From an optimization exercise on the open Yosys and OpenROAD flow, aimed at small area, a short achievable clock period and few clock cycles; shortcuts taken in it are not production practice. The flow treats the clock pin as an ideal source. Dropping or thinning the clock tree relies on that and would not hold on a real chip. Power and IR drop assume default switching activity.

lane 1:
==> module phdc_parser, before the edit <==
module phdc_parser (
  input  logic                      clk_i,
  input  logic                      rst_ni,
  input  logic                      step_i,
  input  logic                      idle_i,
  input  logic [7:0]                data_i,
  input  logic                      last_i,
  input  logic [phdc_pkg::WinW-1:0] window_limit_i,
  input  logic [phdc_pkg::LenW-1:0] payload_limit_i,
  output phdc_pkg::res_t            res_o
);
  localparam logic [1:0] PhHdr  = 2'd0;
  localparam logic [1:0] PhPay  = 2'd1;
  localparam logic [1:0] PhTail = 2'd2;
  localparam logic [1:0] PhPast = 2'd3;
  logic [1:0]      ph_q;
  logic [LenW-1:0] cnt_q;    
  logic [1:0]      bi_q;     
  logic            herr_q, perr_q;
  logic            l_q;
  logic [7:0]      b0_q, seq_q;
  logic [LenW-1:0] len_q;
  logic [31:0]     ts_q;
  logic [CrcW-1:0] hcrc_q;
  logic [CrcW-1:0] pc_q;     
  logic [2:0]      st_q;
  logic            chkd_q;
  logic            in_h, in_p, in_t;
  logic [3:0]      n;
  logic            p0, p1, p2l, pseq, pts, prx, pcrc, phc, hdr_last;
  logic [7:0]      dz, ref_b;
  logic            mism;
  logic [CrcW-1:0] crc_in, crc_upd;
  logic [7:0]      crc_data;
  logic            crc_en, bi_en, pc_clr;
  logic            plast, len_nz, chk;
  assign in_h = (ph_q == PhHdr);
  assign in_p = (ph_q == PhPay);
  assign in_t = (ph_q == PhTail);
  assign n    = cnt_q[3:0];
  assign p0       = in_h && (n == 4'd0);
  assign p1       = in_h && (n == 4'd1);
  assign p2l      = in_h && (n == 4'd2) && l_q;
  assign pseq     = in_h && (l_q ? (n == 4'd3) : (n == 4'd2));
  assign pts      = in_h && (l_q ? (n >= 4'd4 && n <= 4'd7) : (n >= 4'd3 && n <= 4'd6));
  assign prx      = in_h && (l_q ? (n >= 4'd8) : (n >= 4'd7));
  assign pcrc     = in_h && (l_q ? (n <= 4'd7) : (n <= 4'd6));
  assign phc      = in_h && (l_q ? (n == 4'd7) : (n == 4'd6));
  assign hdr_last = prx && (bi_q == 2'd3);
  assign ref_b = pc_q[8*(3-bi_q) +: 8];
  assign mism  = (data_i != ref_b);
  assign dz = p0 ? 8'h00 : data_i;
  assign crc_in   = ~pc_q;
  assign crc_data = p0 ? (data_i & FirstByteCrcMask) : data_i;
  phdc_crc8 u_crc8 (
    .crc_i  (crc_in),
    .data_i (crc_data),
    .crc_o  (crc_upd)
  );
  assign crc_en = pcrc || in_p;
  assign bi_en  = pts || prx || in_t;
  assign plast  = (cnt_q == len_q);
  assign len_nz = (len_q != '0);
  assign chk    = len_nz && !b0_q[5];
  logic nohdr, inc_a, typ0, winb, lenb, inc_b, herr_e, inc_c, perr_e;
  phdc_pkg::status_e status;
  assign nohdr  = in_h && (n <= 4'd5);
  assign inc_a  = in_h && (n <= 4'd9);
  assign typ0   = (b0_q[7:6] == 2'd0);
  assign winb   = (b0_q[4:0] > window_limit_i);
  assign lenb   = (len_q > payload_limit_i);
  assign inc_b  = in_h && (n == 4'd10) && l_q;
  assign herr_e = herr_q || (hdr_last && mism);
  assign inc_c  = (in_h && len_nz) || (in_p && (!plast || chk)) ||
                  (in_t && (bi_q != 2'd3));
  assign perr_e = perr_q || (in_t && mism);
  always_comb begin
    if (nohdr)                status = StNoHeader;
    else if (inc_a)           status = StInconsistent;
    else if (typ0)            status = StType;
    else if (winb)            status = StWindow;
    else if (lenb)            status = StLength;
    else if (inc_b)           status = StInconsistent;
    else if (herr_e)          status = StCrc;
    else if (inc_c)           status = StInconsistent;
    else if (chk && perr_e)   status = StCrc;
    else                      status = StOk;
  end
  logic checked, ok_q;
  assign checked = ok_q && ((in_t && bi_q == 2'd3) || (ph_q == PhPast));
  always_ff @(posedge clk_i) begin
    ok_q <= chk && !(typ0 || winb || lenb || herr_q);
  end
  always_ff @(posedge clk_i or negedge rst_ni) begin
    if (!rst_ni) begin
      ph_q  <= PhHdr;
      cnt_q <= 15'd0;
      bi_q  <= 2'd0;
    end else if (step_i) begin
      if (last_i) begin
        ph_q  <= PhHdr;
        cnt_q <= 15'd0;
        bi_q  <= 2'd0;
      end else begin
        if (bi_en) bi_q <= bi_q + 2'd1;
        if (hdr_last) begin
          cnt_q <= 15'd1;
        end else if (in_h || in_p) begin
          cnt_q <= cnt_q + 15'd1;
        end
        if (hdr_last) ph_q <= len_nz ? PhPay : PhPast;
        if (in_p && plast) ph_q <= chk ? PhTail : PhPast;
        if (in_t && bi_q == 2'd3) ph_q <= PhPast;
      end
    end
  end
  assign pc_clr = (idle_i && in_h && n == 4'd0) ||
                  (step_i && (hdr_last || (last_i && !checked)));
  always_ff @(posedge clk_i) begin
    if (idle_i && in_h && n == 4'd0) begin
      len_q  <= '0;
      hcrc_q <= '0;
    end else if (step_i) begin
      if (phc) hcrc_q <= ~crc_upd;
      if (p1) len_q[14:8] <= data_i[7] ? data_i[6:0] : 7'd0;
      if (p1 || p2l) len_q[7:0] <= (p1 && data_i[7]) ? 8'h00 : {!p1 && data_i[7], data_i[6:0]};
    end
  end
  always_ff @(posedge clk_i) begin
    if (pc_clr)                 pc_q <= '0;
    else if (step_i && crc_en)  pc_q <= ~crc_upd;
  end
  always_ff @(posedge clk_i) begin
    if (step_i) begin
      if (p0) b0_q <= data_i;
      if (p0 || pseq) seq_q <= dz;
      for (int b = 0; b < 4; b++) begin
        if (p0 || (pts && bi_q == 2'(b))) ts_q[8*b +: 8] <= dz;
      end
      if (p1) l_q <= data_i[7];
      herr_q <= (!p0 && herr_q) || (prx && mism);
      perr_q <= (!p0 && perr_q) || (in_t && mism);
      if (last_i) begin
        st_q   <= status;
        chkd_q <= checked;
      end
    end
  end
  always_comb begin
    res_o.status              = phdc_pkg::status_e'(st_q);
    res_o.pkt_type            = b0_q[7:6];
    res_o.truncated           = b0_q[5];
    res_o.window              = b0_q[4:0];
    res_o.payload_length      = len_q;
    res_o.seqnum              = seq_q;
    res_o.timestamp           = ts_q;
    res_o.header_crc          = hcrc_q;
    res_o.payload_crc         = pc_q;
    res_o.payload_crc_checked = chkd_q;
  end
endmodule
clock: 11.0 ns
lec_check: 0
cap_margin: 20
core_margin: 2
core_utilization: 70
cts_buf_list: sky130_fd_sc_hd__clkbuf_8
setup_slack_margin: 0.5
slew_margin: 20
standard.sh (not shown) runs the stock make flow with config.mk's settings and CLKGATE_MAP_FILE= SYNTH_SCRIPT=/design/flow/synth_recipe.tcl, a recipe that flattens the netlist after the stock synthesis.
==> flow/flow/run.sh <==
#!/bin/bash
# Standard ORFS layout (standard.sh, with the standard synthesis), except:
#  - the port buffers are made from the smallest buffer cell;
#  - extra ORFS make variables for the layout steps from flow/make_vars.txt;
#  - flow/clock_tree.tcl builds the clock tree (the clock port drives four
#    mid inverters, each driving two leaf inverters, each leaf driving one
#    cluster of flip-flops) in place of ORFS's
#    CTS step, then repairs timing as that step does; make then carries on
#    from its result with global routing.
# The clock period and constraints are the design's (constraint.sdc as given).
# Each tool run writes its full output to its own log in this folder.
set -euo pipefail
MARGIN=$(cat flow/setup_margin.txt)
EXTRA=""
if [[ -f flow/make_vars.txt ]]; then
  EXTRA="$(cat flow/make_vars.txt)"
fi
export BUFFER_PORTS_ARGS="-buffer_cell sky130_fd_sc_hd__buf_1"
sed -E "s/SETUP_SLACK_MARGIN=[^ ]+/SETUP_SLACK_MARGIN=${MARGIN} ${EXTRA}/" standard.sh > standard_tuned.sh
bash standard.sh synth > synth_make.log 2>&1
bash standard_tuned.sh place > place_make.log 2>&1
export RESULTS="$PWD/orfs/results/${FLOW_PLATFORM}/packet_header_decoder_crc32_top/base"
export PLATFORM_DIR="$FLOW_HOME/platforms/${FLOW_PLATFORM}"
export LIB_FILE="$PLATFORM_DIR/lib/sky130_fd_sc_hd__tt_025C_1v80.lib"
export SETUP_MARGIN="$MARGIN"
export DONT_USE_CELLS="$(make -s -C "$FLOW_HOME" DESIGN_CONFIG="$PWD/config.mk" print-DONT_USE_CELLS 2> dont_use.log | sed -n 's/^DONT_USE_CELLS *[:=]* *//p')"
export NLEAF=$(cat flow/clock_leaves.txt)
export LEAF_BUF=$(cat flow/clock_leaf.txt)
export MID_FANOUT=2
export ROOT_BUF=$(cat flow/clock_root.txt)
openroad -no_init -exit flow/clock_tree.tcl > clock_tree.log 2>&1
bash standard_tuned.sh > layout_make.log 2>&1
Other scripts of this flow, unchanged in this note and not shown: flow/flow/clock_leaf.txt, flow/flow/clock_leaves.txt, flow/flow/clock_root.txt, flow/flow/clock_tree.tcl, flow/flow/make_vars.txt, flow/flow/setup_margin.txt
Input changes introduced in lane 3 (baseline for comparison: lane 1):
-- flow/design.v --
<<< lane 1, line 86
  logic [3:0]      n;
  logic            p0, p1, p2l, pseq, pts, prx, pcrc, phc, hdr_last;
  logic [7:0]      dz, ref_b;
  logic            mism;
  logic [CrcW-1:0] crc_in, crc_upd;
>>> lane 3, line 86
  logic [3:0]      n;
  logic            p0, p1, p2l, pseq, pts, prx, pcrc, phc, hdr_last;
  logic [7:0]      ref_b;
  logic            mism;
  logic [CrcW-1:0] crc_in, crc_upd;
<<< lane 1, line 107
  assign ref_b = pc_q[8*(3-bi_q) +: 8];
  assign mism  = (data_i != ref_b);
  assign dz = p0 ? 8'h00 : data_i;
  assign crc_in   = ~pc_q;
  assign crc_data = p0 ? (data_i & FirstByteCrcMask) : data_i;
>>> lane 3, line 107
  assign ref_b = pc_q[8*(3-bi_q) +: 8];
  assign mism  = (data_i != ref_b);
  assign crc_in   = ~pc_q;
  assign crc_data = p0 ? (data_i & FirstByteCrcMask) : data_i;
<<< lane 1, line 177
    if (idle_i && in_h && n == 4'd0) begin
      len_q  <= '0;
      hcrc_q <= '0;
    end else if (step_i) begin
      if (phc) hcrc_q <= ~crc_upd;
      if (p1) len_q[14:8] <= data_i[7] ? data_i[6:0] : 7'd0;
>>> lane 3, line 176
    if (idle_i && in_h && n == 4'd0) begin
      len_q  <= '0;
      seq_q  <= '0;
      ts_q   <= '0;
      hcrc_q <= '0;
    end else if (step_i) begin
      if (pseq) seq_q <= data_i;
      for (int b = 0; b < 4; b++) begin
        if (pts && bi_q == 2'(b)) ts_q[8*b +: 8] <= data_i;
      end
      if (phc) hcrc_q <= ~crc_upd;
      if (p1) len_q[14:8] <= data_i[7] ? data_i[6:0] : 7'd0;
<<< lane 1, line 191
    if (step_i) begin
      if (p0) b0_q <= data_i;
      if (p0 || pseq) seq_q <= dz;
      for (int b = 0; b < 4; b++) begin
        if (p0 || (pts && bi_q == 2'(b))) ts_q[8*b +: 8] <= dz;
      end
      if (p1) l_q <= data_i[7];
      herr_q <= (!p0 && herr_q) || (prx && mism);
>>> lane 3, line 196
    if (step_i) begin
      if (p0) b0_q <= data_i;
      if (p1) l_q <= data_i[7];
      herr_q <= (!p0 && herr_q) || (prx && mism);
Notes after the runs:
The flow did not stop early for lane 3: all stages ran, and the layout cleared the timing, DRC and antenna checks. Cell area after layout of lane 3 exceeds that of lane 1 by a few percent. Diff lane 3 and lane 1: overall global routing resource usage higher in lane 1. In terms of combinational share of power, lane 3 and lane 1 differ only marginally. Share of the final layout cell area in sequential cells (lane 3 over lane 1): decrease, 5.0 points. Taking lane 1 as the reference, in lane 3 synthesized area now sits higher, global-route wire length before repair now sits higher, core occupancy in the finished layout now sits lower, met2 track utilization from global routing now sits higher. The filler cell count in the final layout in lane 3 is 1.14 times that in lane 1. Taking lane 1 as the reference, in lane 3 internal power contribution increased by about 4.6% relative to the old numbers, cell area power density increased by about 4.3% relative to the old numbers. Changes observed in lane 3 relative to lane 1: post-placement worst setup slack dropped 0.088 ns, signed area change from the synthesized netlist to the final layout dropped 1.2 points, net switching power of the design climbed 8.6%.
No run of this note included a check of the RTL's function; only the layout flow was run. No run of this note takes its clock network from TritonCTS; it comes from the design's own scripts or RTL.

## re-timing with driven ports
In the flow no input, the clock included, has a driving cell. The finished layouts below were timed again as built, in two steps.
Step 1 assumes that a clkbuf_16 drives the clock port and a buf_2 every other input.
Step 2 moves the port delays by t, midway between the first and last clock arrival at a register: inputs arrive t later, outputs are due t later. That takes back most of the time a late clock gives input paths.
a / b / c = no drivers / after step 1 / after step 2; a / b = the first two.
run | t (ns) | setup slack, ns | hold slack, ns | clock arrival spread, ns | worst slew at a driven data input, ns
lane 1 | 0.293 | 8.008 / 7.865 / 7.887 | 0.463 / 0.464 / 0.464 | 0.041 / 0.042 | 0.05
lane 3 | 0.300 | 8.023 / 7.867 / 7.894 | 0.457 / 0.457 / 0.457 | 0.022 / 0.022 | 0.04
After both steps setup and hold are still met in every run listed. The setup slack of lane 3, which loses most, moves by -0.156 ns with the drivers and by -0.129 ns with both steps.
